What follows belongs to an exercise in optimizing a design on an open flow for small area; a production flow would make more cautious choices.
In this exercise RTL edits were held to simulation tests only and were not proved equivalent to the original.
Power and IR drop assume default switching activity. The clock port is modelled as an ideal driver; clocking choices that lean on that would not hold on a real chip.

## config.mk

```make
export PLATFORM = sky130hd
export DESIGN_NAME = cache_top
export DESIGN_NICKNAME = cache_top
export VERILOG_FILES = /design/flow/design.v
export SDC_FILE = /design/flow/constraint.sdc
export NUM_CORES = 4
export LEC_CHECK = 0
export CAP_MARGIN = 20
export CORE_MARGIN = 2
export CORE_UTILIZATION = 40
export SLEW_MARGIN = 20
```

## constraint.sdc

```tcl
create_clock -name core_clock -period 9.0 [get_ports {Clock}]
set_input_delay 1.8000 -clock core_clock [delete_from_list [all_inputs] [get_ports {Clock}]]
set_output_delay 1.8000 -clock core_clock [all_outputs]
set_load 0.01 [all_outputs]
```

## design.v

```verilog
package cache_cmd_pkg;
  localparam logic [3:0] CMD_READ      = 4'd0;
  localparam logic [3:0] CMD_WRITE     = 4'd1;
  localparam logic [3:0] CMD_INVAL     = 4'd3;   
  localparam logic [3:0] CMD_SNOOP_RFO = 4'd4;   
  localparam logic [3:0] CMD_CLEAR     = 4'd8;
  localparam int REQ_BITS = 4 + 32;
endpackage
package cache_line_pkg;
  localparam logic [1:0] MODIFIED  = 2'd0;
  localparam logic [1:0] EXCLUSIVE = 2'd1;
  localparam logic [1:0] SHARED    = 2'd2;
  localparam logic [1:0] INVALID   = 2'd3;
  localparam int EV_RD    = 4;
  localparam int EV_WR    = 3;
  localparam int EV_HIT   = 2;
  localparam int EV_MISS  = 1;
  localparam int EV_WBACK = 0;
endpackage
module cache_top (
  input  logic        Clock,
  input  logic        reset,
  input  logic        psel,
  input  logic        penable,
  input  logic        pwrite,
  input  logic [7:0]  paddr,
  input  logic [31:0] pwdata,
  output logic [31:0] prdata,
  output logic        pready,
  output logic        pslverr
);
  localparam logic [1:0] MODIFIED  = cache_line_pkg::MODIFIED;
  localparam logic [1:0] EXCLUSIVE = cache_line_pkg::EXCLUSIVE;
  localparam logic [1:0] SHARED    = cache_line_pkg::SHARED;
  localparam logic [1:0] INVALID   = cache_line_pkg::INVALID;
  logic [31:0]           addr_q;
  logic [5:0]            tidx;     
  logic                  swp;      
  logic [3:0]            ph;       
  logic [2:0]            cpos;     
  logic                  cclr;     
  logic                  hit_a;    
  logic                  free_a;
  logic [1:0]            cw;       
  logic [1:0]            cr;
  logic [1:0]            cs;
  logic [63:0][25:0]     ring;     
  logic [4:0][15:0]      cring;
  logic       access;
  logic [3:0] cmd;
  logic       c_rd, c_wr, c_inv, c_snp, c_clr, c_rw, cmd_ok;
  logic       a_addr, a_cmd, a_probe, a_cnt;
  logic [2:0] cnt_idx;
  logic [3:0] aset;
  logic [21:0] atag;
  assign access  = psel && penable;
  assign cmd     = pwdata[3:0];
  assign c_rd    = (cmd == cache_cmd_pkg::CMD_READ);
  assign c_wr    = (cmd == cache_cmd_pkg::CMD_WRITE);
  assign c_inv   = (cmd == cache_cmd_pkg::CMD_INVAL);
  assign c_snp   = (cmd == cache_cmd_pkg::CMD_SNOOP_RFO);
  assign c_clr   = (cmd == cache_cmd_pkg::CMD_CLEAR);
  assign c_rw    = c_rd || c_wr;
  assign cmd_ok  = c_rw || c_inv || c_snp || c_clr;
  assign a_addr  = (paddr == 8'h00);
  assign a_cmd   = (paddr == 8'h04);
  assign a_probe = (paddr == 8'h08);
  assign a_cnt   = (paddr == 8'h10) || (paddr == 8'h14) || (paddr == 8'h18) ||
                   (paddr == 8'h1C) || (paddr == 8'h20);
  assign cnt_idx = paddr[5] ? 3'd4 : {1'b0, paddr[3:2]};
  assign aset    = addr_q[9:6];
  assign atag    = addr_q[31:10];
  logic start, scan, first, apply, win;
  logic scan_req;
  assign scan_req = access && (pwrite ? (a_cmd && (c_rw || c_inv || c_snp)) : a_probe);
  assign start    = (ph == 4'd0) && scan_req && (tidx == {aset, 2'b00});
  assign first    = (ph == 4'd0);
  assign scan     = start || (ph != 4'd0 && ph < 4'd4);
  assign apply    = pwrite && (ph[3:2] == 2'b01);    
  assign win      = pwrite && (ph[3] || ph[2]);      
  always_ff @(posedge Clock or posedge reset)
  begin
    if (reset)
      ph <= '0;
    else if (start)
      ph <= 4'd1;
    else if (ph != 4'd0)
    begin
      if (ph == 4'd8 || (ph == 4'd4 && !pwrite))
        ph <= '0;
      else
        ph <= ph + 1'b1;
    end
  end
  always_ff @(posedge Clock or posedge reset)
  begin
    if (reset)
    begin
      tidx <= 6'd4;
      swp  <= 1'b1;
    end
    else
    begin
      tidx <= tidx + 1'b1;
      if (tidx == 6'd3)    
        swp <= access && pwrite && a_cmd && c_clr;
    end
  end
  logic [21:0] ttag;
  logic [1:0]  tw, tst, trk;
  logic        stale_t;
  logic        match, h, fr;
  assign ttag    = ring[59][25:4];
  assign tst     = stale_t ? INVALID : ring[59][3:2];
  assign trk     = stale_t ? tw : ring[59][1:0];
  assign tw      = tidx[1:0];
  assign stale_t = swp && (tidx[5:2] != 4'd0);
  assign match   = (tst != INVALID) && (ttag == atag);
  assign h       = !first && hit_a;
  assign fr      = !first && free_a;
  always_ff @(posedge Clock)
  begin
    if (scan)
    begin
      if (match || (!h && !fr && (tst == INVALID || trk == 2'd0)))
      begin
        cw <= tw;
        cr <= trk;
        cs <= tst;
      end
      hit_a  <= h || match;
      free_a <= fr || (tst == INVALID);
    end
  end
  logic [21:0] ftag, ntag;
  logic [1:0]  fw, fst, frk, nst, nrk;
  logic        chosen;
  assign fw     = tidx[1:0];
  assign ftag   = ring[63][25:4];
  assign fst    = swp ? INVALID : ring[63][3:2];
  assign frk    = swp ? fw : ring[63][1:0];
  assign chosen = (fw == cw);
  always_comb
  begin
    ntag = ftag;
    nst  = fst;
    nrk  = frk;
    if (apply && (c_rw || hit_a))
    begin
      if (chosen)
      begin
        nrk = 2'd3;
        if (c_rw)
          ntag = atag;
        if (c_wr)
          nst = MODIFIED;
        else if (c_rd)
          nst = !hit_a ? EXCLUSIVE : (fst == EXCLUSIVE) ? SHARED : fst;
        else
          nst = INVALID;
      end
      else if (frk > cr)
        nrk = frk - 1'b1;
    end
  end
  always_ff @(posedge Clock)
    ring <= {ring[62:0], {ntag, nst, nrk}};
  logic [15:0] head, cnew;
  logic        ev, inc;
  assign head = cring[4];
  always_comb
  begin
    case (cpos)
      3'd0:    ev = c_rd;
      3'd1:    ev = c_wr;
      3'd2:    ev = c_rw && hit_a;
      3'd3:    ev = c_rw && !hit_a;
      default: ev = (cs == MODIFIED) && (c_rw ? !hit_a : (c_inv && hit_a));
    endcase
  end
  assign inc  = win && ev && (head != 16'hFFFF);
  assign cnew = cclr ? 16'd0 : head + {15'd0, inc};
  always_ff @(posedge Clock)
    cring <= {cring[3:0], cnew};
  always_ff @(posedge Clock or posedge reset)
  begin
    if (reset)
    begin
      cpos <= '0;
      cclr <= 1'b1;
    end
    else
    begin
      cpos <= (cpos == 3'd4) ? 3'd0 : cpos + 1'b1;
      if (cpos == 3'd4)
        cclr <= 1'b0;
    end
  end
  always_ff @(posedge Clock or posedge reset)
  begin
    if (reset)
      addr_q <= '0;
    else if (access && pwrite && a_addr)
      addr_q <= pwdata;
  end
  always_comb
  begin
    pready  = 1'b1;
    pslverr = 1'b0;
    if (pwrite)
    begin
      if (a_cmd && cmd_ok)
        pready = c_clr ? (tidx == 6'd3) : (ph == 4'd8);
      else if (!a_addr)
        pslverr = 1'b1;
    end
    else
    begin
      if (a_probe)
        pready = (ph == 4'd4);
      else if (a_cnt)
        pready = (cpos == cnt_idx) && !cclr;
      else if (!a_addr)
        pslverr = 1'b1;
    end
  end
  always_comb
  begin
    if (!paddr[3] && !paddr[4] && !paddr[5])
      prdata = addr_q;
    else if (paddr[3] && !paddr[4])
      prdata = {30'd0, hit_a ? cs : INVALID};
    else
      prdata = {16'd0, head};
  end
endmodule
```

## run.sh

```bash
#!/bin/bash
# synth_recipe.tcl (not shown) runs the flow's synth.tcl, then flattens the netlist and writes it again
# the make line also repeats each setting of config.mk as NAME=value (left out here)
make -C /OpenROAD-flow-scripts/flow DESIGN_CONFIG=/design/flow/config.mk WORK_HOME=/design/flow/orfs CLKGATE_MAP_FILE= SYNTH_SCRIPT=/design/flow/synth_recipe.tcl finish
```

==> results of run 1 <==
-- metrics by stage --
stage / util (%) / area, sq um / hold slack (ns)
after floorplan: - / 38900 / 0.310
after global placement: 42.7 / 41300 / 0.310
after detailed placement: 42.7 / 41300 / 0.312
after CTS: 48.3 / 46700 / 0.308
after global routing: 48.3 / 46700 / 0.320
final: 48.3 / 46700 / 0.311
-- state kept, by name, indices dropped and copies added, names as in the netlist, 2 cells and up --
name	flops
ring	1664
cring	80
addr_q	32
tidx	6
ph	4
cpos	3
cr	2
cs	2
cw	2
-- where the power goes --
group | internal [W] | switching (W) | total (W)
logic | 0.0000619 | 0.0000774 | 0.000139
clock network | 0.00396 | 0.00276 | 0.00672
registers | 0.00804 | 0.0000419 | 0.00808
total | 0.0121 | 0.00288 | 0.0149
-- worst max path at each step --
stage | start | to | slack, ns | depth (start not counted)
2_1_floorplan | pwdata[0] | pready | 4.11 | 5
3_3_place_gp | paddr[3] | pslverr | 2.63 | 8
5_1_grt | paddr[3] | pslverr | 2.49 | 8
4_1_cts | paddr[3] | pslverr | 2.60 | 8
3_5_place_dp | paddr[3] | pslverr | 2.61 | 8
6_report | paddr[3] | pready | 2.57 | 8
-- worst max-delay path: stages --
cell and delay, ns:
clkdlybuf4s50_1 0.53, nor3_4 0.77, buf_4 0.38, nand3_1 0.17, a21o_1 0.21, o21ai_1 0.12
o21ai_0 0.13, clkdlybuf4s50_1 0.50
-- area by class of cell --
| cell class | instances | area, sq um | area share (%) |
|---|---|---|---|
| sequential | 1799 | 36300 | 77.9 |
| clock buffer | 238 | 4780 | 10.2 |
| multi-input combinational | 321 | 2440 | 5.24 |
| tap | 1276 | 1600 | 3.42 |
| timing repair buffer | 84 | 826 | 1.77 |
| clock inverter | 51 | 621 | 1.33 |
| inverter | 17 | 63.8 | 0.137 |
| antenna | 1 | 2.50 | 0.00536 |
-- Yosys cell counts (7+ instances only) --
master and instances:
a22o_1 15, a21oi_1 17, mux2_2 49, edfxtp_1 8
o21ai_0 16, clkbuf_1 15, xor2_1 25, nor2_1 22
dfrtp_1 44, and2_1 16, ha_1 13, xnor2_1 24
nand3_1 15, inv_1 17, nand2_1 28, dfxtp_1 1744
nor4_1 7
-- kinds of logic after synthesis --
group / count (synthesis)
fa+ha+maj: 13
simple gates: 135
flops: 1799
buf+inv: 39
compound gates: 68
xor+xnor: 49
mux: 56
-- per-layer routing --
layer	vias to the layer above	wire length [um]	part of all wire, %
met5	-	0	0
met4	0	1380	2.7
met3	113	2590	5.0
met2	286	20900	41
met1	6956	26500	52
li1	7324	-	-
==> results by group, run 1 <==
Status
  • Outcome: finished clean

Cells and area
  • Most frequent cells in the layout: 1744 x dfxtp_1, 164 x clkbuf_16, 78 x clkdlybuf4s50_1
  • Fillers: 7918
  • Layout net count: 2437
  • Most common cell after layout, fill and taps aside: dfxtp_1
  • Share of post-route cells with drive strength above 1: 12.8%
  • Cell Count, Final, Fillers Out: 3787
  • Area Growth Syn to Fin: 19.9%

Drt
  • Drt pass-1 iters: 5
  • DR vias: 14700
  • Final ANT Viol Nets: 0
  • Routed wire length: 51.4 mm
  • Avg WL per Cell: 13.6 um
  • Post-DR vias/cell: 3.88
  • DRC errors left: 0
  • Starting DRT DRC Count: 685

STA
  • Slew Viols, Final: 0
  • Fmax: 156 MHz
  • Worst slew margin: 33.8%
  • Final setup viols: 0
  • Setup ws final: 2.57 ns
  • Tightest Pin Transition: 0.990 ns
  • RSZ-0062 raised after global routing: no
  • Setup TNS: 0 ns
  • Final hold violation count: 0
  • Setup Skew: 0.0166 ns
  • Final min period: 6.43 ns
  • Final cycle utilization of the critical path: 71.4%

CTS
  • CTS resizes: 0
  • CTS H-tree lvls: 4
  • CTS max path bufs: 3
  • Worst-path clk slew: 0.06 ns
  • CTS Hold Buffers Added: 0
  • Number of setup buffers added after CTS: 0
  • Clock root buffer: clkbuf_16
  • Worst skew pair latency: 0.71 ns
  • CTS buffer count: 156
  • CTS Sinks: 1799
  • CTS tree: built

Logic synthesis
  • Synth top area share: 89.7%
  • Post-Syn Area per Cell: 18.0 sq um
  • Asr flop ratio synth: 2.61%
  • Synth area leader: dfxtp_1
  • Post-Synth Adder-Cell Area: 0.418%
  • YS warnings: 1
  • Seq/Total Area, Yosys: 93.3%
  • Synth Area in Compound Gates: 1.17%
  • Mux cell area share after synthesis: 1.62%
  • Mapped Nets: 2217
  • Post-Syn Area: 38900 sq um
  • XOR/XNOR Fraction of Synth Area: 1.10%
  • EDFF count, synth: 8
  • Synth area leaders: dfxtp_1 90%, dfrtp_1 2.8%, mux2_2 1.4%
  • Main synth FF type: dfxtp_1
  • #FFs+latches synth: 1799
  • Synth Area in Simple Gates: 1.94%
  • Post-synth cell types: 54
  • Syn Inst Count: 2159
  • Largest family of logic cells by synthesized area: simple AND/OR/NAND/NOR gates

Worst hold path
  • Min-delay worst type: reg2reg
  • HP Start: ring[446]
  • Hold Path Stages: 0
  • Hold EP: ring[472]

GRT
  • Vias in the first global route: 15500
  • Met2 Track Usage GR: 14.9%
  • Top Usage Layer GRT: met1
  • Largest net degree at the start of global routing: 48
  • Initial antenna violation count: 3
  • Gr ovfl total: 0
  • Met3 Use GR: 2.74%
  • Met1 Use GR: 15.6%
  • Total track usage: 10.7%
  • First-pass GRT wire length: 84.0 mm

Die
  • Initial Utilization: 40.3%
  • Die width: 316 um
  • Placeable Area: 96600 sq um
  • Ports: 79
  • Die area: 99800 sq um
  • Die Y: 316 um
  • Row cnt: 114

Worst setup path
  • Startpoint type of the worst setup path: primary input
  • Critical path fanouts, max: 13
  • Data arrival time of the worst path: 4.63 ns
  • Req. time, crit path: 7.20 ns
  • R2R Setup Slk: 5.80 ns
  • CP Class: in2out
  • Reg2Reg Depth: 7
  • Reg-to-reg critical path endpoint: cw[0]
  • Critical Path End Type: primary output
  • Worst r2r src: ph[0]

Pwr
  • Power Total: 0.0149 W
  • Pwr Density: 320 nW/um^2
  • VDD IR max: 0.178 mV
  • Leakage power: 18.8 nW

Placed design
  • DP Cell Count: 3497
  • HPWL after detailed placement: 28.0 mm
  • RD Place Congestion: 0.786
  • Post-Place Worst Slack: 2.61 ns
  • PortBufs: 78

Flow run
  • MaxCap Viol Count: 0
==> inputs of run 2 (changes only) <==
--- a/design.v
+++ b/design.v
@@ -44,5 +44,7 @@
   logic [1:0]            cw;       
-  logic [1:0]            cr;
-  logic [1:0]            cs;
-  logic [63:0][25:0]     ring;     
+  logic [1:0]            cs;       
+  logic [1:0]            vw;       
+  logic                  wbf;      
+  logic [63:0][23:0]     ring;     
+  logic [15:0][5:0]      lru;
   logic [4:0][15:0]      cring;
@@ -79,3 +81,3 @@
   assign apply    = pwrite && (ph[3:2] == 2'b01);    
-  assign win      = pwrite && (ph[3] || ph[2]);      
+  assign win      = ph[3];                           
   always_ff @(posedge Clock or posedge reset)
@@ -88,3 +90,3 @@
     begin
-      if (ph == 4'd8 || (ph == 4'd4 && !pwrite))
+      if (ph == 4'd12 || (ph == 4'd4 && !pwrite))
         ph <= '0;
@@ -109,10 +111,11 @@
   logic [21:0] ttag;
-  logic [1:0]  tw, tst, trk;
+  logic [1:0]  tw, tst;
   logic        stale_t;
   logic        match, h, fr;
-  assign ttag    = ring[59][25:4];
-  assign tst     = stale_t ? INVALID : ring[59][3:2];
-  assign trk     = stale_t ? tw : ring[59][1:0];
+  logic [5:0]  tl;
+  logic [1:0]  tv;
   assign tw      = tidx[1:0];
   assign stale_t = swp && (tidx[5:2] != 4'd0);
+  assign ttag    = ring[59][23:2];
+  assign tst     = stale_t ? INVALID : ring[59][1:0];
   assign match   = (tst != INVALID) && (ttag == atag);
@@ -120,2 +123,14 @@
   assign fr      = !first && free_a;
+  assign tl = lru[11];
+  always_comb
+  begin
+    if (stale_t || (tl[5] && tl[4] && tl[3]))
+      tv = 2'd0;
+    else if (tl[2] && tl[1])
+      tv = 2'd1;
+    else if (tl[0])
+      tv = 2'd2;
+    else
+      tv = 2'd3;
+  end
   always_ff @(posedge Clock)
@@ -124,10 +139,10 @@
     begin
-      if (match || (!h && !fr && (tst == INVALID || trk == 2'd0)))
-      begin
+      if (match || (!h && !fr && tst == INVALID))
         cw <= tw;
-        cr <= trk;
+      if (match)
         cs <= tst;
-      end
       hit_a  <= h || match;
       free_a <= fr || (tst == INVALID);
+      if (tw == aset[3:2])
+        vw <= tv;
     end
@@ -135,9 +150,13 @@
   logic [21:0] ftag, ntag;
-  logic [1:0]  fw, fst, frk, nst, nrk;
-  logic        chosen;
+  logic [1:0]  fw, fst, nst, cway;
+  logic [3:0]  fset;
+  logic        chosen, touch;
+  logic [5:0]  fl, nl;
   assign fw     = tidx[1:0];
-  assign ftag   = ring[63][25:4];
-  assign fst    = swp ? INVALID : ring[63][3:2];
-  assign frk    = swp ? fw : ring[63][1:0];
-  assign chosen = (fw == cw);
+  assign fset   = tidx[5:2] - 1'b1;
+  assign ftag   = ring[63][23:2];
+  assign fst    = swp ? INVALID : ring[63][1:0];
+  assign cway   = (hit_a || free_a) ? cw : vw;
+  assign chosen = (fw == cway);
+  assign touch  = c_rw || hit_a;
   always_comb
@@ -146,23 +165,38 @@
     nst  = fst;
-    nrk  = frk;
-    if (apply && (c_rw || hit_a))
-    begin
-      if (chosen)
-      begin
-        nrk = 2'd3;
-        if (c_rw)
-          ntag = atag;
-        if (c_wr)
-          nst = MODIFIED;
-        else if (c_rd)
-          nst = !hit_a ? EXCLUSIVE : (fst == EXCLUSIVE) ? SHARED : fst;
-        else
-          nst = INVALID;
-      end
-      else if (frk > cr)
-        nrk = frk - 1'b1;
-    end
-  end
-  always_ff @(posedge Clock)
-    ring <= {ring[62:0], {ntag, nst, nrk}};
+    if (apply && touch && chosen)
+    begin
+      if (c_rw)
+        ntag = atag;
+      if (c_wr)
+        nst = MODIFIED;
+      else if (c_rd)
+        nst = !hit_a ? EXCLUSIVE : (fst == EXCLUSIVE) ? SHARED : fst;
+      else
+        nst = INVALID;
+    end
+  end
+  always_ff @(posedge Clock)
+  begin
+    ring <= {ring[62:0], {ntag, nst}};
+    if (apply && chosen)
+      wbf <= (fst == MODIFIED) && (c_rw ? !hit_a : (c_inv && hit_a));
+  end
+  logic lmatch;
+  assign lmatch = (fw == fset[3:2]);
+  assign fl     = (lmatch && swp) ? 6'b111111 : lru[15];
+  always_comb
+  begin
+    nl = fl;
+    if (apply && touch && lmatch)
+    begin
+      case (cway)
+        2'd0: nl = {3'b000, fl[2:0]};
+        2'd1: nl = {1'b1, fl[4:3], 2'b00, fl[0]};
+        2'd2: nl = {fl[5], 1'b1, fl[3], 1'b1, fl[1], 1'b0};
+        default: nl = {fl[5:4], 1'b1, fl[2], 2'b11};
+      endcase
+    end
+  end
+  always_ff @(posedge Clock)
+    lru <= {lru[14:0], nl};
   logic [15:0] head, cnew;
@@ -177,3 +211,3 @@
       3'd3:    ev = c_rw && !hit_a;
-      default: ev = (cs == MODIFIED) && (c_rw ? !hit_a : (c_inv && hit_a));
+      default: ev = wbf;
     endcase
@@ -212,3 +246,3 @@
       if (a_cmd && cmd_ok)
-        pready = c_clr ? (tidx == 6'd3) : (ph == 4'd8);
+        pready = c_clr ? (tidx == 6'd3) : (ph == 4'd12);
       else if (!a_addr)
--- a/config.mk
+++ b/config.mk
@@ -10,2 +10,4 @@
 export CORE_UTILIZATION = 40
+export CTS_BUF_LIST = sky130_fd_sc_hd__clkbuf_4 sky130_fd_sc_hd__clkbuf_8
+export CTS_CLUSTER_SIZE = 30
 export SLEW_MARGIN = 20
==> results by group, run 2 <==
STA
  • RSZ-0062 raised after global routing: no
  • Final setup viols: 0
  • Fmax: 160 MHz
  • Tightest Pin Transition: 0.801 ns
  • Setup ws final: 2.73 ns
  • Setup Skew: 0.0606 ns
  • Final hold violation count: 0
  • Worst slew margin: 46.6%
  • Worst slack on hold paths: 0.291 ns
  • Setup TNS: 0 ns
  • Final min period: 6.27 ns
  • Slew Viols, Final: 0
  • Final cycle utilization of the critical path: 69.6%

Placed design
  • PortBufs: 78
  • RD Place Congestion: 0.837
  • HPWL after detailed placement: 28.5 mm
  • Post-Place Worst Slack: 2.60 ns

Cells and area
  • Register with the most flip-flops: ring
  • Most common cell after layout, fill and taps aside: dfxtp_1
  • Area of the multi-input gates: 2720 sq um
  • Register area: 35700 sq um
  • Max FFs per register: 1536
  • Area Growth Syn to Fin: 20.0%
  • Share of post-route cells with drive strength above 1: 17.8%
  • Most frequent cells in the layout: 1712 x dfxtp_1, 306 x clkbuf_8, 78 x clkdlybuf4s50_1
  • Largest regs: ring: 1536 flops, lru: 96 flops, cring: 80 flops
  • Post-Route Utilization: 48.6%
  • Fillers: 7942
  • Layout net count: 2510

Pwr
  • Pwr Density: 313 nW/um^2
  • Int Pwr: 0.0116 W
  • Leakage power: 18.9 nW
  • VDD IR max: 0.149 mV
  • Switching Share: 20.0%
  • Power Total: 0.0145 W
  • Gate power share: 1.1%
  • Clock power frac: 44.3%
  • Switch Pwr: 0.00290 W
  • Seq pwr share: 54.6%

Status
  • Outcome: finished clean

Logic synthesis
  • Synth top area share: 88.7%
  • Commonest cells in the netlist: 1712 x dfxtp_1, 44 x dfrtp_1, 41 x mux2_1
  • Synth area leaders: dfxtp_1 89%, dfrtp_1 2.9%, mux2_1 1.2%
  • Count leader, synth: dfxtp_1
  • Seq/Total Area, Yosys: 92.5%
  • Syn Inst Count: 2160
  • Post-synth cell types: 69
  • Post-Syn Area: 38600 sq um
  • #FFs+latches synth: 1768
  • Mapped Nets: 2217
  • Asr flop ratio synth: 2.66%
  • Main synth FF type: dfxtp_1
  • Synth area leader: dfxtp_1
  • EDFF count, synth: 9
  • Post-Syn Area per Cell: 17.9 sq um
  • YS warnings: 1

Flow run
  • MaxCap Viol Count: 0

Worst setup path
  • Reg2Reg Depth: 7
  • Critical path fanouts, max: 23
  • Data arrival time of the worst path: 4.47 ns
  • Req. time, crit path: 7.20 ns
  • CP Class: in2out
  • Startpoint type of the worst setup path: primary input
  • Critical Path End Type: primary output

Drt
  • Final ANT Viol Nets: 0
  • Post-DR vias/cell: 3.90
  • Routed wire length: 52.5 mm
  • Avg WL per Cell: 13.4 um
  • Drt pass-1 iters: 4
  • Starting DRT DRC Count: 638
  • DR vias: 15300
  • DRC errors left: 0

CTS
  • CTS H-tree lvls: 4
  • Clock root buffer: clkbuf_8
  • Worst skew pair latency: 0.85 ns
  • CTS Sinks: 1768
  • CTS tree: built
  • CTS max path bufs: 3
  • CTS buffer count: 232
  • CTS resizes: 0
  • Number of setup buffers added after CTS: 0
  • Worst-path clk slew: 0.07 ns
  • CTS Hold Buffers Added: 0

Die
  • Die Y: 315 um
  • Placeable Area: 95300 sq um
  • Die width: 315 um
  • Die area: 99100 sq um
  • Row cnt: 113
  • Initial Utilization: 40.5%
  • Ports: 79

GRT
  • Gr ovfl total: 0
  • Total track usage: 11.0%
  • First-pass GRT wire length: 86.5 mm
  • Initial antenna violation count: 1
  • Largest net degree at the start of global routing: 48
  • Vias in the first global route: 16300

Worst hold path
  • Hold Path Stages: 0
  • Min-delay worst type: reg2reg
==> run 2: through the flow <==
stage                     area [sq um]  instances
after floorplan                  38600       2160
after global placement           40900       3484
after detailed placement         40900       3484
after CTS                        46300       3919
after global routing             46300       3920
final                            46300       3924
==> run 2: cell type report <==
class                   count  share of cell area [%]
clock inverters            57                    1.50
multi-input cells         356                    5.88
clock buffers             378                    10.3
inverters                  13                   0.105
repair buffers             82                    1.75
diodes                      5                  0.0270
flip-flops and latches   1768                    77.1
well taps                1265                    3.41
==> run 2: power by group through the flow <==
stage,Clock [W],Combinational [W],Sequential [W]
6_report,0.00642,0.000157,0.00792
3_3_place_gp,0,0.000157,0.00809
4_1_cts,0.00663,0.000160,0.00792
3_5_place_dp,0,0.000159,0.00809
5_1_grt,0.00698,0.000175,0.00792
2_1_floorplan,0,0.000106,0.00807
==> run 2: worst max-delay path: stages <==
cell and delay, ns:
clkdlybuf4s50_1 0.58, nor3_4 0.73, buf_4 0.48, a22o_1 0.29, clkdlybuf4s50_1 0.56
==> run 2: logic make-up after synthesis <==
logic type	share of synthesized area, %
AOI/OAI and AO/OA	1.66
adders and majority gates	0.389
DFF	92.5
and+or+nand+nor	2.27
muxes	1.68
xor gates and xnor gates	1.04
buffers and inverters	0.463
==> run 2: routing by layer <==
| metal | up-vias | share of wire (%) | GRT usage [%] |
|---|---|---|---|
| met5 | - | 0 | 0 |
| met1 | 7290 | 52 | 15.9 |
| met2 | 317 | 40 | 14.8 |
| met3 | 93 | 6.3 | 3.73 |
| li1 | 7605 | - | - |
| met4 | 0 | 2.1 | 5.11 |
==> run 2: worst paths after layout <==
check                           from          to  slack [ns]
setup / recovery            paddr[3]   prdata[6]        2.73
hold / removal             ring[394]   ring[418]        0.29
setup reg to reg               ph[0]       vw[0]        5.73
hold reg to reg            ring[394]   ring[418]        0.29
max in group asynchronous      reset  addr_q[26]        6.90
min in group asynchronous      reset  addr_q[17]        1.47
==> inputs of run 3 (changes only) <==
--- a/config.mk
+++ b/config.mk
@@ -9,4 +9,4 @@
 export CORE_MARGIN = 2
-export CORE_UTILIZATION = 40
-export CTS_BUF_LIST = sky130_fd_sc_hd__clkbuf_4 sky130_fd_sc_hd__clkbuf_8
+export CORE_UTILIZATION = 60
+export CTS_BUF_LIST = sky130_fd_sc_hd__clkbuf_8
 export CTS_CLUSTER_SIZE = 30
==> results by group, run 3 <==
Worst setup path
  • Critical path fanouts, max: 20
  • Req. time, crit path: 7.20 ns
  • Reg2Reg Depth: 12
  • Startpoint type of the worst setup path: primary input
  • Critical Path End Type: primary output
  • Critical-path cell list: clkdlybuf4s50_1, nor3_4, nand3_1, or2_1, o21ai_0, o21ai_0, clkdlybuf4s50_1
  • Top delay family on crit path: simple AND/OR/NAND/NOR gates
  • Crit path largest cell delay: 0.87 ns
  • Number of stages on the worst setup path: 7
  • CP Class: in2out
  • Data arrival time of the worst path: 4.48 ns
  • Crit-path slowest cell: nor3_4
  • Crit path buf inv count: 2

Logic synthesis
  • Largest family of logic cells by synthesized area: simple AND/OR/NAND/NOR gates
  • Post-synth cell types: 69
  • Main synth FF type: dfxtp_1
  • Post-Syn Area: 38600 sq um
  • Post-Syn Area per Cell: 17.9 sq um
  • Commonest cells in the netlist: 1712 x dfxtp_1, 44 x dfrtp_1, 41 x mux2_1
  • Asr flop ratio synth: 2.66%
  • Synth area leaders: dfxtp_1 89%, dfrtp_1 2.9%, mux2_1 1.2%
  • Mux cell area share after synthesis: 1.68%
  • Post-Synth Adder-Cell Area: 0.389%
  • XOR/XNOR Fraction of Synth Area: 1.04%
  • Synth area leader: dfxtp_1
  • Count leader, synth: dfxtp_1
  • Synth Area in Simple Gates: 2.27%
  • EDFF count, synth: 9
  • Mapped Nets: 2217
  • Syn Inst Count: 2160
  • #FFs+latches synth: 1768
  • YS warnings: 1
  • Seq/Total Area, Yosys: 92.5%
  • Synth Area in Compound Gates: 1.66%
  • Synth top area share: 88.7%

STA
  • Setup Skew: 0.0392 ns
  • Final min period: 6.28 ns
  • Final setup viols: 0
  • Final hold violation count: 0
  • Setup TNS: 0 ns
  • Tightest Pin Transition: 0.968 ns
  • Worst slew margin: 35.3%
  • Final cycle utilization of the critical path: 69.7%
  • RSZ-0062 raised after global routing: no
  • Slew Viols, Final: 0
  • Fmax: 159 MHz

Cells and area
  • Most frequent cells in the layout: 1712 x dfxtp_1, 293 x clkbuf_8, 96 x inv_1
  • Max FFs per register: 1536
  • Layout net count: 2514
  • Register with the most flip-flops: ring
  • Share of post-route cells with drive strength above 1: 14.1%
  • Largest regs: ring: 1536 flops, lru: 96 flops, cring: 80 flops
  • Fillers: 4146
  • Area Growth Syn to Fin: 16.7%
  • Most common cell after layout, fill and taps aside: dfxtp_1
  • Final instance area: 45100 sq um

CTS
  • CTS resizes: 0
  • CTS H-tree lvls: 4
  • Number of setup buffers added after CTS: 0
  • CTS Sinks: 1768
  • CTS tree: built
  • Worst skew pair latency: 0.82 ns
  • CTS Hold Buffers Added: 0
  • Worst-path clk slew: 0.06 ns
  • CTS buffer count: 235
  • CTS max path bufs: 3
  • Clock root buffer: clkbuf_8

Drt
  • DRC errors left: 0
  • Avg WL per Cell: 14.3 um
  • Routed wire length: 49.9 mm
  • Final ANT Viol Nets: 0
  • Starting DRT DRC Count: 615
  • DR vias: 15200
  • Post-DR vias/cell: 4.35
  • Drt pass-1 iters: 4

Placed design
  • RD Place Congestion: 0.834
  • HPWL after detailed placement: 26.6 mm
  • Cell Area, Placed: 40400 sq um
  • PortBufs: 78

Die
  • Ports: 79
  • Die area: 66400 sq um
  • Row cnt: 93
  • Die width: 258 um
  • Placeable Area: 64000 sq um
  • Die Y: 258 um
  • Initial Utilization: 60.3%

GRT
  • Total track usage: 15.8%
  • Gr ovfl total: 0
  • Largest net degree at the start of global routing: 48
  • First-pass GRT wire length: 82.4 mm
  • Initial antenna violation count: 5
  • Vias in the first global route: 16000

Flow run
  • MaxCap Viol Count: 0

Pwr
  • Leakage power: 18.8 nW
  • VDD IR max: 0.179 mV
  • Pwr Density: 305 nW/um^2

Worst hold path
  • Min-delay worst type: reg2reg
  • Hold Path Stages: 0

Status
  • Outcome: finished clean
[run 3: cell type report]
cell class,count,area (sq um),share of cell area (%)
Sequential cell,1768,35700,79.3
Clock buffer,293,4030,8.95
Multi-Input combinational cell,356,2720,6.04
Tap cell,855,1070,2.37
Timing Repair Buffer,83,818,1.82
Clock inverter,123,643,1.43
Inverter,13,48.8,0.108
Antenna cell,3,7.51,0.0167
[run 3: per-layer routing]
| metal | share of wire (%) | vias up | GRT usage (%) |
|---|---|---|---|
| met4 | 2.8 | 2 | 8.29 |
| met2 | 40 | 310 | 21.0 |
| met1 | 52 | 7187 | 23.2 |
| li1 | - | 7580 | - |
| met5 | 0.026 | - | 0 |
| met3 | 5.4 | 117 | 4.86 |
[run 3: cell families after synthesis]
| group | count (synthesis) |
|---|---|
| compound gates | 91 |
| xor+xnor | 46 |
| fa+ha+maj | 12 |
| buf+inv | 36 |
| flops | 1768 |
| mux | 58 |
| simple gates | 149 |
[run 3: per-stage QoR]
step | power (W) | instances | setup WS [ns] | hold WS [ns] | util, %
final | 0.0137 | 3494 | 2.72 | 0.295 | 70.4
after global routing | 0.0143 | 3492 | 2.50 | 0.296 | 70.4
after CTS | 0.0139 | 3491 | 2.67 | 0.283 | 70.4
after detailed placement | 0.00825 | 3075 | 2.66 | 0.312 | 63.1
after global placement | 0.00824 | 3075 | 2.79 | 0.310 | 63.1
after floorplan | 0.00818 | 2160 | 4.16 | 0.310 | -
[run 3: path summary, 6_finish.rpt]
kind	slack [ns]	endpoint	start
max in group asynchronous	6.87	addr_q[1]	reset
hold / removal	0.30	ring[888]	ring[864]
hold reg to reg	0.30	ring[888]	ring[864]
min in group asynchronous	1.50	addr_q[19]	reset
setup reg to reg	6.02	cring[14]	cpos[0]
setup / recovery	2.72	pready	paddr[3]
[run 3: power breakdown]
part | switching (W) | total (W) | leakage (nW) | internal (W)
Clock | 0.00264 | 0.00565 | 2.74 | 0.00301
Sequential | 0.0000423 | 0.00792 | 14.5 | 0.00788
Combinational | 0.0000901 | 0.000158 | 1.54 | 0.0000681
==> inputs of run 4 (changes only) <==
==> flow/run.sh (new file) <==
#!/bin/bash
# Standard layout with CTS dummy loads off and small port buffers.
set -euo pipefail
export CTS_ARGS="-sink_clustering_enable -repair_clock_nets -dont_use_dummy_load -sink_clustering_size 30 -buf_list {sky130_fd_sc_hd__clkbuf_4 sky130_fd_sc_hd__clkbuf_8}"
export BUFFER_PORTS_ARGS="-buffer_cell sky130_fd_sc_hd__buf_1"
bash standard.sh > standard.log 2>&1
==> standard.sh (new file) <==
#!/bin/bash
# synth_recipe.tcl (not shown) runs the flow's synth.tcl, then flattens the netlist and writes it again
# the make line also repeats each setting of config.mk as NAME=value (left out here)
make -C /OpenROAD-flow-scripts/flow DESIGN_CONFIG=/design/flow/config.mk WORK_HOME=/design/flow/orfs CLKGATE_MAP_FILE= SYNTH_SCRIPT=/design/flow/synth_recipe.tcl "${@:-finish}"
--- a/config.mk
+++ b/config.mk
@@ -10,4 +10,3 @@
 export CORE_UTILIZATION = 60
-export CTS_BUF_LIST = sky130_fd_sc_hd__clkbuf_8
-export CTS_CLUSTER_SIZE = 30
+export PLACE_DENSITY = 0.75
 export SLEW_MARGIN = 20
removed: run.sh
==> results by group, run 4 <==
Logic synthesis
  • YS warnings: 1
  • Synth top area share: 88.7%
  • Syn Inst Count: 2160
  • Synth area leaders: dfxtp_1 89%, dfrtp_1 2.9%, mux2_1 1.2%
  • EDFF count, synth: 9
  • Mapped Nets: 2217
  • Post-synth cell types: 69
  • Post-Syn Area per Cell: 17.9 sq um
  • Main synth FF type: dfxtp_1
  • Synth area leader: dfxtp_1
  • Count leader, synth: dfxtp_1
  • Commonest cells in the netlist: 1712 x dfxtp_1, 44 x dfrtp_1, 41 x mux2_1
  • Asr flop ratio synth: 2.66%
  • Post-Syn Area: 38600 sq um
  • #FFs+latches synth: 1768
  • Seq/Total Area, Yosys: 92.5%

Cells and area
  • Final instance area: 43000 sq um
  • Largest regs: ring: 1536 flops, lru: 96 flops, cring: 80 flops
  • Most frequent cells in the layout: 1712 x dfxtp_1, 229 x clkbuf_8, 78 x buf_1
  • Area Growth Syn to Fin: 11.5%
  • Most common cell after layout, fill and taps aside: dfxtp_1
  • Layout net count: 2507
  • Max FFs per register: 1536
  • Register with the most flip-flops: ring
  • Share of post-route cells with drive strength above 1: 10.9%

Die
  • Die area: 66400 sq um
  • Ports: 79
  • Row cnt: 93
  • Placeable Area: 64000 sq um
  • Initial Utilization: 60.3%
  • Die Y: 258 um
  • Die width: 258 um

Drt
  • Routed wire length: 54.0 mm
  • Avg WL per Cell: 16.3 um
  • Starting DRT DRC Count: 676
  • Post-DR vias/cell: 4.51
  • DRC errors left: 0
  • Drt pass-1 iters: 6
  • Final ANT Viol Nets: 0
  • DR vias: 14900

Worst setup path
  • Data arrival time of the worst path: 3.62 ns
  • Crit-path slowest cell: nor4b_1
  • Req. time, crit path: 7.20 ns
  • Startpoint type of the worst setup path: primary input
  • CP Class: in2out
  • Critical path fanouts, max: 7
  • Crit path buf inv count: 2
  • Top delay family on crit path: simple AND/OR/NAND/NOR gates
  • Crit path largest cell delay: 0.78 ns
  • Critical-path cell list: buf_1, nor4b_1, a21oi_1, or2_1, o21ai_0, o21ai_0, buf_1
  • Critical Path End Type: primary output

STA
  • Final min period: 5.42 ns
  • RSZ-0062 raised after global routing: no
  • Tightest Pin Transition: 0.835 ns
  • Worst slack on hold paths: 0.289 ns
  • Fmax: 185 MHz
  • Final setup viols: 0
  • Slew Viols, Final: 0
  • Final hold violation count: 0
  • Worst slew margin: 43.5%
  • Setup Skew: 0.0770 ns
  • Final cycle utilization of the critical path: 60.2%
  • Setup TNS: 0 ns

CTS
  • CTS Sinks: 1768
  • CTS max path bufs: 3
  • CTS H-tree lvls: 4
  • Clock root buffer: clkbuf_8
  • Worst skew pair latency: 0.82 ns
  • Worst-path clk slew: 0.07 ns
  • Number of setup buffers added after CTS: 0
  • CTS tree: built
  • CTS buffer count: 229
  • CTS resizes: 0
  • CTS Hold Buffers Added: 0

Placed design
  • RD Place Congestion: 0.810
  • HPWL after detailed placement: 29.3 mm
  • PortBufs: 78
  • Cell Area, Placed: 39900 sq um

GRT
  • Total track usage: 17.0%
  • Initial antenna violation count: 5
  • Largest net degree at the start of global routing: 48
  • First-pass GRT wire length: 87.8 mm
  • Gr ovfl total: 0
  • Vias in the first global route: 16300

Status
  • Outcome: finished clean

Pwr
  • Pwr Density: 294 nW/um^2
  • Leakage power: 17.5 nW
  • Power Total: 0.0127 W
  • VDD IR max: 0.180 mV

Flow run
  • MaxCap Viol Count: 0

Worst hold path
  • Min-delay worst type: reg2reg
## run 4: cell counts after synthesis
Identical to the previous run, type by type.
## run 4: worst paths after layout
kind / to / from / depth (start not counted) / slack (ns)
min in group asynchronous: addr_q[12] / reset / 3 / 1.20
setup / recovery: pready / pwdata[0] / 7 / 3.58
setup reg to reg: vw[1] / ph[0] / 7 / 5.96
max in group asynchronous: addr_q[7] / reset / 3 / 7.17
hold reg to reg: ring[532] / ring[508] / 0 / 0.29
hold / removal: ring[532] / ring[508] / 0 / 0.29
## run 4: cell type report
cell class	instances	area (sq um)
antenna	2	5.00
clock buffer	229	3150
fill	4040	21000
inverter	13	48.8
multi-input combinational	356	2730
sequential	1768	35700
tap	855	1070
timing repair buffer	82	323
## run 4: cells by family after synthesis
group / share of synthesized area [%]
XOR/XNOR: 1.04
multiplexers: 1.68
buffers and inverters: 0.463
adder cells (fa/ha/maj): 0.389
AND/OR/NAND/NOR: 2.27
flip-flops: 92.5
AO/OA/AOI/OAI: 1.66
## run 4: through the flow
| stage | instances | setup WS, ns | utilization [%] |
|---|---|---|---|
| CTS | 3303 | 3.59 | 67.3 |
| global placement | 3074 | 3.65 | 62.3 |
| detailed placement | 3074 | 3.59 | 62.3 |
| global route | 3305 | 3.47 | 67.3 |
| finish | 3305 | 3.58 | 67.3 |
| floorplan | 2160 | 4.16 | - |
## run 4: power by group
part           switching, W  internal [W]
logic             0.0000883     0.0000521
registers         0.0000424       0.00788
clock network       0.00236       0.00224
total               0.00250        0.0102
## run 4: layer usage
layer	part of all wire, %	wire, um	track usage [%]
met4	2.0	1050	7.00
met2	44	24000	25.2
met3	4.4	2380	4.48
met5	0	0	0
met1	49	26600	24.1
==> inputs of run 5 (changes only) <==
==> flow/run.sh (replaced) <==
#!/bin/bash
# Standard layout with CTS dummy loads off and small port buffers.
set -euo pipefail
export CTS_ARGS="-sink_clustering_enable -repair_clock_nets -dont_use_dummy_load -buf_list {sky130_fd_sc_hd__clkbuf_8 sky130_fd_sc_hd__clkbuf_16}"
export BUFFER_PORTS_ARGS="-buffer_cell sky130_fd_sc_hd__buf_1"
bash standard.sh > standard.log 2>&1
==> results by group, run 5 <==
CTS
  • Worst skew pair latency: 0.72 ns
  • CTS resizes: 0
  • Worst-path clk slew: 0.06 ns
  • CTS Hold Buffers Added: 0
  • CTS Sinks: 1768
  • CTS buffer count: 150
  • Clock root buffer: clkbuf_16
  • CTS H-tree lvls: 4
  • Number of setup buffers added after CTS: 0
  • CTS max path bufs: 3
  • CTS tree: built

Logic synthesis
  • Commonest cells in the netlist: 1712 x dfxtp_1, 44 x dfrtp_1, 41 x mux2_1
  • Post-synth cell types: 69
  • Count leader, synth: dfxtp_1
  • Post-Syn Area per Cell: 17.9 sq um
  • Seq/Total Area, Yosys: 92.5%
  • Post-Synth Adder-Cell Area: 0.389%
  • XOR/XNOR Fraction of Synth Area: 1.04%
  • Main synth FF type: dfxtp_1
  • Largest family of logic cells by synthesized area: simple AND/OR/NAND/NOR gates
  • Synth area leader: dfxtp_1
  • Synth Area in Simple Gates: 2.27%
  • Mapped Nets: 2217
  • Syn Inst Count: 2160
  • Synth Area in Compound Gates: 1.66%
  • YS warnings: 1
  • Post-Syn Area: 38600 sq um
  • #FFs+latches synth: 1768
  • Synth top area share: 88.7%
  • Mux cell area share after synthesis: 1.68%
  • EDFF count, synth: 9
  • Synth area leaders: dfxtp_1 89%, dfrtp_1 2.9%, mux2_1 1.2%
  • Asr flop ratio synth: 2.66%

GRT
  • Initial antenna violation count: 4
  • Gr ovfl total: 0
  • Largest net degree at the start of global routing: 48
  • Total track usage: 18.3%
  • Vias in the first global route: 16300
  • First-pass GRT wire length: 92.7 mm

Die
  • Initial Utilization: 60.3%
  • Row cnt: 93
  • Die Y: 258 um
  • Die area: 66400 sq um
  • Die width: 258 um
  • Placeable Area: 64000 sq um
  • Ports: 79

STA
  • Fmax: 185 MHz
  • Setup Skew: 0.0578 ns
  • Final hold violation count: 0
  • Worst slew margin: 43.1%
  • Tightest Pin Transition: 0.842 ns
  • Slew Viols, Final: 0
  • Final setup viols: 0
  • Final min period: 5.42 ns
  • Setup TNS: 0 ns
  • RSZ-0062 raised after global routing: no
  • Final cycle utilization of the critical path: 60.2%
  • Worst slack on hold paths: 0.298 ns

Cells and area
  • Most frequent cells in the layout: 1712 x dfxtp_1, 150 x clkbuf_16, 78 x buf_1
  • Most common cell after layout, fill and taps aside: dfxtp_1
  • Largest regs: ring: 1536 flops, lru: 96 flops, cring: 80 flops
  • Register with the most flip-flops: ring
  • Max FFs per register: 1536
  • Share of post-route cells with drive strength above 1: 7.98%
  • Post-Route Utilization: 68.2%
  • Fillers: 3986
  • Area Growth Syn to Fin: 13.0%
  • Layout net count: 2428
  • Final instance area: 43600 sq um

Pwr
  • Int Pwr: 0.0109 W
  • Gate power share: 1.0%
  • Pwr Density: 308 nW/um^2
  • Switching Share: 19.2%
  • Leakage power: 17.7 nW
  • Clock power frac: 40.0%
  • Seq pwr share: 58.9%
  • Switch Pwr: 0.00259 W
  • Power Total: 0.0134 W
  • VDD IR max: 0.232 mV

Worst setup path
  • Req. time, crit path: 7.20 ns
  • Startpoint type of the worst setup path: primary input
  • CP Class: in2out
  • Data arrival time of the worst path: 3.62 ns
  • Critical path fanouts, max: 7
  • Critical Path End Type: primary output

Flow run
  • MaxCap Viol Count: 0

Drt
  • Drt pass-1 iters: 5
  • Final ANT Viol Nets: 0
  • Starting DRT DRC Count: 800
  • Routed wire length: 58.2 mm
  • Avg WL per Cell: 18.0 um
  • DRC errors left: 0
  • Post-DR vias/cell: 4.58
  • DR vias: 14800

Placed design
  • RD Place Congestion: 0.810
  • Cell Area, Placed: 39900 sq um
  • PortBufs: 78
  • HPWL after detailed placement: 29.3 mm

Status
  • Outcome: finished clean

Worst hold path
  • Min-delay worst type: reg2reg
[run 5: cell counts after synthesis]
No cell type changed its count.
[run 5: power groups by stage]
stage,sequential (W),clock (W),combinational (W)
6_report,0.00792,0.00538,0.000141
5_1_grt,0.00792,0.00579,0.000158
4_1_cts,0.00792,0.00551,0.000143
3_5_place_dp,0.00809,0,0.000140
3_3_place_gp,0.00809,0,0.000136
2_1_floorplan,0.00807,0,0.000106
[run 5: cells by family (layout without fill, tap and decap cells)]
group                    after synthesis  in the layout
flip-flops                          1768           1768
AND/OR/NAND/NOR                      149            149
AO/OA/AOI/OAI                         91             91
multiplexers                          58             58
XOR/XNOR                              46             46
buffers and inverters                 36            245
adder cells (fa/ha/maj)               12             12
other                                  0              1
[run 5: final cells by class]
class | instances | area, sq um | area share [%]
Antenna cell | 1 | 2.50 | 0.00573
Clock buffer | 150 | 3750 | 8.60
Inverter | 13 | 48.8 | 0.112
Multi-Input combinational cell | 356 | 2730 | 6.25
Sequential cell | 1768 | 35700 | 81.8
Tap cell | 855 | 1070 | 2.45
Timing Repair Buffer | 82 | 323 | 0.740
[run 5: layer usage]
layer / GRT usage, % / share of wire, %
met1: 24.8 / 46
met3: 4.56 / 4.6
met5: 0 / 0.046
met2: 28.5 / 47
met4: 7.39 / 2.3
[run 5: path summary, 6_finish.rpt]
path                           start          to  slack (ns)  cells after the start
max                        pwdata[0]      pready        3.58                      7
min                        ring[821]   ring[845]        0.30                      0
max reg2reg                    ph[0]       vw[0]        5.94                      7
min reg2reg                ring[821]   ring[845]        0.30                      0
max in group asynchronous      reset   addr_q[6]        7.09                      3
min in group asynchronous      reset  addr_q[12]        1.29                      3
[run 5: critical path, stage by stage]
cell     delay, ns
buf_1         0.20
nor4b_1       0.79
a21oi_1       0.11
or2_1         0.28
o21ai_0       0.15
o21ai_0       0.11
buf_1         0.17
[run 5: through the flow]
step / cells / setup WS, ns
detailed placement: 3074 / 3.59
global route: 3224 / 3.47
floorplan: 2160 / 4.16
finish: 3225 / 3.58
global placement: 3074 / 3.65
CTS: 3224 / 3.59
==> inputs of run 6 (changes only) <==
==> flow/run.sh (replaced) <==
#!/bin/bash
# Standard layout with custom CTS arguments and small port buffers.
set -euo pipefail
export CTS_ARGS="-sink_clustering_enable -repair_clock_nets -dont_use_dummy_load -sink_clustering_size 35 -sink_clustering_max_diameter 80 -buf_list {sky130_fd_sc_hd__clkbuf_16}"
export BUFFER_PORTS_ARGS="-buffer_cell sky130_fd_sc_hd__buf_1"
bash standard.sh > standard.log 2>&1
==> results by group, run 6 <==
Logic synthesis
  • Synth area leaders: dfxtp_1 89%, dfrtp_1 2.9%, mux2_1 1.2%
  • Post-Syn Area: 38600 sq um
  • Synth Area in Compound Gates: 1.66%
  • Commonest cells in the netlist: 1712 x dfxtp_1, 44 x dfrtp_1, 41 x mux2_1
  • Synth top area share: 88.7%
  • Post-Synth Adder-Cell Area: 0.389%
  • Seq/Total Area, Yosys: 92.5%
  • Asr flop ratio synth: 2.66%
  • Largest family of logic cells by synthesized area: simple AND/OR/NAND/NOR gates
  • Main synth FF type: dfxtp_1
  • #FFs+latches synth: 1768
  • XOR/XNOR Fraction of Synth Area: 1.04%
  • Post-Syn Area per Cell: 17.9 sq um
  • YS warnings: 1
  • EDFF count, synth: 9
  • Post-synth cell types: 69
  • Mux cell area share after synthesis: 1.68%
  • Syn Inst Count: 2160
  • Synth area leader: dfxtp_1
  • Synth Area in Simple Gates: 2.27%
  • Count leader, synth: dfxtp_1
  • Mapped Nets: 2217

STA
  • Setup TNS: 0 ns
  • Slew Viols, Final: 0
  • Fmax: 184 MHz
  • Final hold violation count: 0
  • Final setup viols: 0
  • Setup ws final: 3.57 ns
  • Final cycle utilization of the critical path: 60.4%
  • Final min period: 5.43 ns
  • Setup Skew: 0.0822 ns
  • RSZ-0062 raised after global routing: no
  • Worst slew margin: 42.0%
  • Tightest Pin Transition: 0.859 ns

Placed design
  • Cell Area, Placed: 39900 sq um
  • PortBufs: 78
  • RD Place Congestion: 0.810
  • HPWL after detailed placement: 29.3 mm
  • Post-Place Worst Slack: 3.59 ns

Die
  • Ports: 79
  • Die Y: 258 um
  • Row cnt: 93
  • Placeable Area: 64000 sq um
  • Die width: 258 um
  • Initial Utilization: 60.3%
  • Die area: 66400 sq um

Worst setup path
  • Req. time, crit path: 7.20 ns
  • Crit. Startpoint: paddr[3]
  • Crit-path slowest cell: nor3_4
  • Reg-to-reg critical path endpoint: vw[0]
  • Reg2Reg Depth: 7
  • Critical Path End Type: primary output
  • Critical path fanouts, max: 27
  • R2R Setup Slk: 5.97 ns
  • Worst r2r src: ph[0]
  • Critical-path cell list: buf_1, nor3_4, buf_4, a22o_1, buf_1
  • Crit path largest cell delay: 0.71 ns
  • End point of the critical path: prdata[3]
  • Data arrival time of the worst path: 3.63 ns
  • CP Class: in2out
  • Most used cell, CP: buf_1
  • Startpoint type of the worst setup path: primary input

Drt
  • Avg WL per Cell: 16.3 um
  • Starting DRT DRC Count: 743
  • Drt pass-1 iters: 5
  • DR vias: 14000
  • Routed wire length: 50.9 mm
  • Post-DR vias/cell: 4.46
  • DRC errors left: 0
  • Final ANT Viol Nets: 0

Cells and area
  • Area Growth Syn to Fin: 6.98%
  • Final instance area: 41300 sq um
  • Share of post-route cells with drive strength above 1: 4.22%
  • Max FFs per register: 1536
  • Register with the most flip-flops: ring
  • Layout net count: 2335
  • Most frequent cells in the layout: 1712 x dfxtp_1, 78 x buf_1, 57 x clkbuf_16
  • Most common cell after layout, fill and taps aside: dfxtp_1
  • # diodes: 0
  • Largest regs: ring: 1536 flops, lru: 96 flops, cring: 80 flops

CTS
  • Number of setup buffers added after CTS: 0
  • CTS buffer count: 57
  • CTS H-tree lvls: 2
  • Worst-path clk slew: 0.12 ns
  • Clock root buffer: clkbuf_16
  • CTS resizes: 0
  • Worst skew pair latency: 0.65 ns
  • CTS max path bufs: 3
  • CTS Sinks: 1768
  • CTS tree: built
  • CTS Hold Buffers Added: 0

Flow run
  • MaxCap Viol Count: 0

Pwr
  • Clock power frac: 28.3%
  • Pwr Density: 272 nW/um^2
  • Switch Pwr: 0.00216 W
  • VDD IR max: 0.187 mV
  • Seq pwr share: 70.5%
  • Int Pwr: 0.00908 W
  • Leakage power: 16.5 nW
  • Switching Share: 19.2%
  • Gate power share: 1.2%

Status
  • Outcome: finished clean

Worst hold path
  • Min-delay worst type: reg2reg

GRT
  • Initial antenna violation count: 4
  • Vias in the first global route: 14400
  • First-pass GRT wire length: 81.2 mm
  • Largest net degree at the start of global routing: 48
  • Total track usage: 15.6%
  • Gr ovfl total: 0
run 6: worst min-delay path by stage:
stage	start	to	slack, ns	cells past startpoint
CTS	lru[39]	lru[45]	0.28	0
finish	lru[15]	lru[21]	0.28	0
global placement	cring[55]	cring[71]	0.31	0
floorplan	cring[0]	cring[16]	0.31	0
global route	lru[3]	lru[9]	0.28	0
detailed placement	ring[983]	ring[1007]	0.31	0
run 6: layer usage:
metal	share of wire [%]	global-route usage [%]
met5	0.053	0
met4	2.5	4.74
met3	3.9	2.76
met2	41	22.7
met1	52	23.9
run 6: final cells by class:
type | count | area, sq um
flip-flops and latches | 1768 | 35700
clock buffers | 57 | 1430
fillers | 4293 | 22700
multi-input cells | 356 | 2730
well taps | 855 | 1070
inverters | 13 | 48.8
repair buffers | 82 | 323
run 6: power groups by stage:
stage | registers (W) | logic [W] | clock network [W]
finish | 0.00792 | 0.000140 | 0.00318
global placement | 0.00809 | 0.000136 | 0
global route | 0.00793 | 0.000157 | 0.00351
CTS | 0.00792 | 0.000141 | 0.00325
floorplan | 0.00807 | 0.000106 | 0
detailed placement | 0.00809 | 0.000140 | 0
run 6: cell families (layout without fill, tap and decap cells):
logic type               count (synthesis)  count (layout)
XOR/XNOR                                46              46
multiplexers                            58              58
AND/OR/NAND/NOR                        149             149
adder cells (fa/ha/maj)                 12              12
flip-flops                            1768            1768
buffers and inverters                   36             152
AO/OA/AOI/OAI                           91              91
run 6: critical path, delay by kind of cell:
family | cells | cell delay, ns
AND/OR/NAND/NOR | 1 | 0.71
AO/OA/AOI/OAI | 1 | 0.22
buffers and inverters | 3 | 0.88
run 6: through the flow:
stage	cells	utilization (%)	hold slack, ns	power (W)
CTS	3131	64.6	0.284	0.0113
finish	3131	64.6	0.277	0.0112
floorplan	2160	-	0.310	0.00818
global placement	3074	62.3	0.310	0.00823
detailed placement	3074	62.3	0.312	0.00823
global route	3131	64.6	0.281	0.0116
==> inputs of run 7 (changes only) <==
==> flow/run.sh (replaced) <==
#!/bin/bash
# Standard layout with custom CTS arguments and small port buffers.
set -euo pipefail
export CTS_ARGS="-sink_clustering_enable -repair_clock_nets -dont_use_dummy_load -sink_clustering_size 20 -sink_clustering_max_diameter 60 -buf_list {sky130_fd_sc_hd__clkbuf_8}"
export BUFFER_PORTS_ARGS="-buffer_cell sky130_fd_sc_hd__buf_1"
bash standard.sh > standard.log 2>&1
==> results by group, run 7 <==
GRT
  • Initial antenna violation count: 6
  • Largest net degree at the start of global routing: 48
  • Total track usage: 15.6%
  • Gr ovfl total: 0
  • Vias in the first global route: 14700
  • First-pass GRT wire length: 80.9 mm

Placed design
  • Cell Area, Placed: 39900 sq um
  • HPWL after detailed placement: 29.3 mm
  • PortBufs: 78
  • RD Place Congestion: 0.810

Die
  • Die area: 66400 sq um
  • Row cnt: 93
  • Die width: 258 um
  • Die Y: 258 um
  • Placeable Area: 64000 sq um
  • Ports: 79
  • Initial Utilization: 60.3%

Logic synthesis
  • Mapped Nets: 2217
  • Asr flop ratio synth: 2.66%
  • Synth area leader: dfxtp_1
  • Post-Syn Area: 38600 sq um
  • Main synth FF type: dfxtp_1
  • Commonest cells in the netlist: 1712 x dfxtp_1, 44 x dfrtp_1, 41 x mux2_1
  • Synth top area share: 88.7%
  • Synth area leaders: dfxtp_1 89%, dfrtp_1 2.9%, mux2_1 1.2%
  • Count leader, synth: dfxtp_1
  • Seq/Total Area, Yosys: 92.5%
  • #FFs+latches synth: 1768
  • Syn Inst Count: 2160
  • Post-synth cell types: 69
  • YS warnings: 1
  • Post-Syn Area per Cell: 17.9 sq um
  • EDFF count, synth: 9

Cells and area
  • Most common cell after layout, fill and taps aside: dfxtp_1
  • Register area: 35700 sq um
  • Most frequent cells in the layout: 1712 x dfxtp_1, 99 x clkbuf_8, 78 x buf_1
  • Max FFs per register: 1536
  • Area Growth Syn to Fin: 6.83%
  • Final instance area: 41300 sq um
  • Fillers: 4287
  • Area of the multi-input gates: 2730 sq um
  • Share of post-route cells with drive strength above 1: 5.95%
  • Layout net count: 2377
  • Register with the most flip-flops: ring
  • Largest regs: ring: 1536 flops, lru: 96 flops, cring: 80 flops

CTS
  • CTS resizes: 0
  • CTS Hold Buffers Added: 0
  • CTS max path bufs: 3
  • CTS buffer count: 99
  • Clock root buffer: clkbuf_8
  • CTS tree: built
  • CTS Sinks: 1768
  • CTS H-tree lvls: 3
  • Worst skew pair latency: 0.72 ns
  • Number of setup buffers added after CTS: 0
  • Worst-path clk slew: 0.11 ns

STA
  • Final hold violation count: 0
  • Worst slew margin: 39.9%
  • Tightest Pin Transition: 0.889 ns
  • Final min period: 5.44 ns
  • Final setup viols: 0
  • RSZ-0062 raised after global routing: no
  • Setup TNS: 0 ns
  • Final cycle utilization of the critical path: 60.5%
  • Setup Skew: 0.0661 ns
  • Slew Viols, Final: 0
  • Fmax: 184 MHz

Pwr
  • VDD IR max: 0.173 mV
  • Int Pwr: 0.00892 W
  • Switching Share: 19.5%
  • Gate power share: 1.3%
  • Clock power frac: 27.3%
  • Leakage power: 16.5 nW
  • Pwr Density: 269 nW/um^2
  • Power Total: 0.0111 W
  • Seq pwr share: 71.4%
  • Switch Pwr: 0.00216 W

Worst setup path
  • Data arrival time of the worst path: 3.64 ns
  • Startpoint type of the worst setup path: primary input
  • Crit. Startpoint: pwdata[0]
  • Reg-to-reg critical path endpoint: vw[1]
  • R2R Setup Slk: 5.90 ns
  • CP Class: in2out
  • Req. time, crit path: 7.20 ns
  • Reg2Reg Depth: 7
  • Worst r2r src: ph[0]
  • Critical Path End Type: primary output
  • Critical path fanouts, max: 7

Status
  • Outcome: finished clean

Drt
  • DR vias: 14200
  • Drt pass-1 iters: 5
  • Starting DRT DRC Count: 782
  • Avg WL per Cell: 15.8 um
  • Post-DR vias/cell: 4.47
  • DRC errors left: 0
  • Final ANT Viol Nets: 0
  • Routed wire length: 50.1 mm

Flow run
  • MaxCap Viol Count: 0

Worst hold path
  • HP Start: cring[53]
  • Hold Path Stages: 0
  • Hold EP: cring[69]
  • Min-delay worst type: reg2reg
run 7: cell count changes in the layout (fill, tap and decap cells not counted):
cell | previous run | this run
clkbuf_16 | 57 | 0
clkbuf_8 | 0 | 99
diode_2 | 0 | 1
run 7: worst max-delay path, stage by stage:
cell and delay (ns):
buf_1 0.19, nor4b_1 0.82, a21oi_1 0.12, or2_1 0.28
o21ai_0 0.15, o21ai_0 0.11, buf_1 0.17
run 7: per-stage QoR:
step | utilization (%) | setup slack [ns] | hold WS [ns] | std cells
5_1_grt | 64.5 | 3.47 | 0.304 | 3174
2_1_floorplan | - | 4.16 | 0.310 | 2160
6_report | 64.5 | 3.56 | 0.295 | 3174
3_5_place_dp | 62.3 | 3.59 | 0.312 | 3074
4_1_cts | 64.5 | 3.59 | 0.297 | 3173
3_3_place_gp | 62.3 | 3.65 | 0.310 | 3074
run 7: per-layer routing:
| metal | vias to the layer above | part of all wire [%] | track usage, % |
|---|---|---|---|
| li1 | 7118 | - | - |
| met1 | 6689 | 52 | 23.6 |
| met2 | 261 | 41 | 22.3 |
| met3 | 114 | 4.2 | 3.32 |
| met4 | 4 | 3.0 | 5.46 |
| met5 | - | 0.064 | 0 |
run 7: how the worst max path moves through the flow:
stage | slack [ns] | endpoint | depth (start not counted)
after global routing | 3.47 | pready | 7
after global placement | 3.65 | prdata[2] | 5
after detailed placement | 3.59 | pready | 7
after floorplan | 4.16 | pready | 6
after CTS | 3.59 | prdata[3] | 5
final | 3.56 | pready | 7
run 7: layout make-up:
cell class / instances / area share [%]
Antenna cell: 1 / 0.00607
Clock buffer: 99 / 3.30
Inverter: 13 / 0.118
Multi-Input combinational cell: 356 / 6.61
Sequential cell: 1768 / 86.6
Tap cell: 855 / 2.59
Timing Repair Buffer: 82 / 0.782
run 7: logic make-up after synthesis:
group / synth area share [%]
mux: 1.68
flops: 92.5
buf+inv: 0.463
fa+ha+maj: 0.389
xor+xnor: 1.04
simple gates: 2.27
compound gates: 1.66
run 7: power by group through the flow:
stage | sequential [W] | combinational (W) | clock [W]
after global routing | 0.00793 | 0.000156 | 0.00340
after CTS | 0.00792 | 0.000141 | 0.00313
final | 0.00792 | 0.000139 | 0.00303
after floorplan | 0.00807 | 0.000106 | 0
after detailed placement | 0.00809 | 0.000140 | 0
after global placement | 0.00809 | 0.000136 | 0

[static timing again, ports no longer ideal]
The results above use ideal ports. As a check the final layouts listed here were re-extracted and re-timed, cells and wires unchanged.
Step 1, drivers: a clkbuf_16 drives Clock and a buf_2 each remaining input, both assumed.
Step 2 also shifts input and output timing later by t, the mid clock arrival at the registers, as if the neighbouring blocks saw the same clock.
Slacks: no drivers / after step 1 / after step 2; pairs: no drivers / after step 1.
run	t, ns	setup slack, ns	hold WS [ns]	worst setup path at the end
run 1	0.766	2.573 / 2.544 / 2.544	0.311 / 0.311 / 0.311	input to output
run 2	0.882	2.732 / 2.696 / 2.696	0.291 / 0.291 / 0.291	input to output
run 3	0.859	2.724 / 2.702 / 2.702	0.295 / 0.295 / 0.295	input to output
run 4	0.836	3.582 / 3.558 / 3.558	0.289 / 0.289 / 0.289	input to output
run 5	0.744	3.584 / 3.560 / 3.560	0.298 / 0.298 / 0.298	input to output
run 6	0.670	3.567 / 3.544 / 3.544	0.277 / 0.277 / 0.277	input to output
run 7	0.739	3.559 / 3.535 / 3.535	0.295 / 0.295 / 0.295	input to output
After both steps setup and hold are still met in every run listed. The setup slack of run 2, which loses most, moves by -0.036 ns with the drivers and by -0.036 ns with both steps.
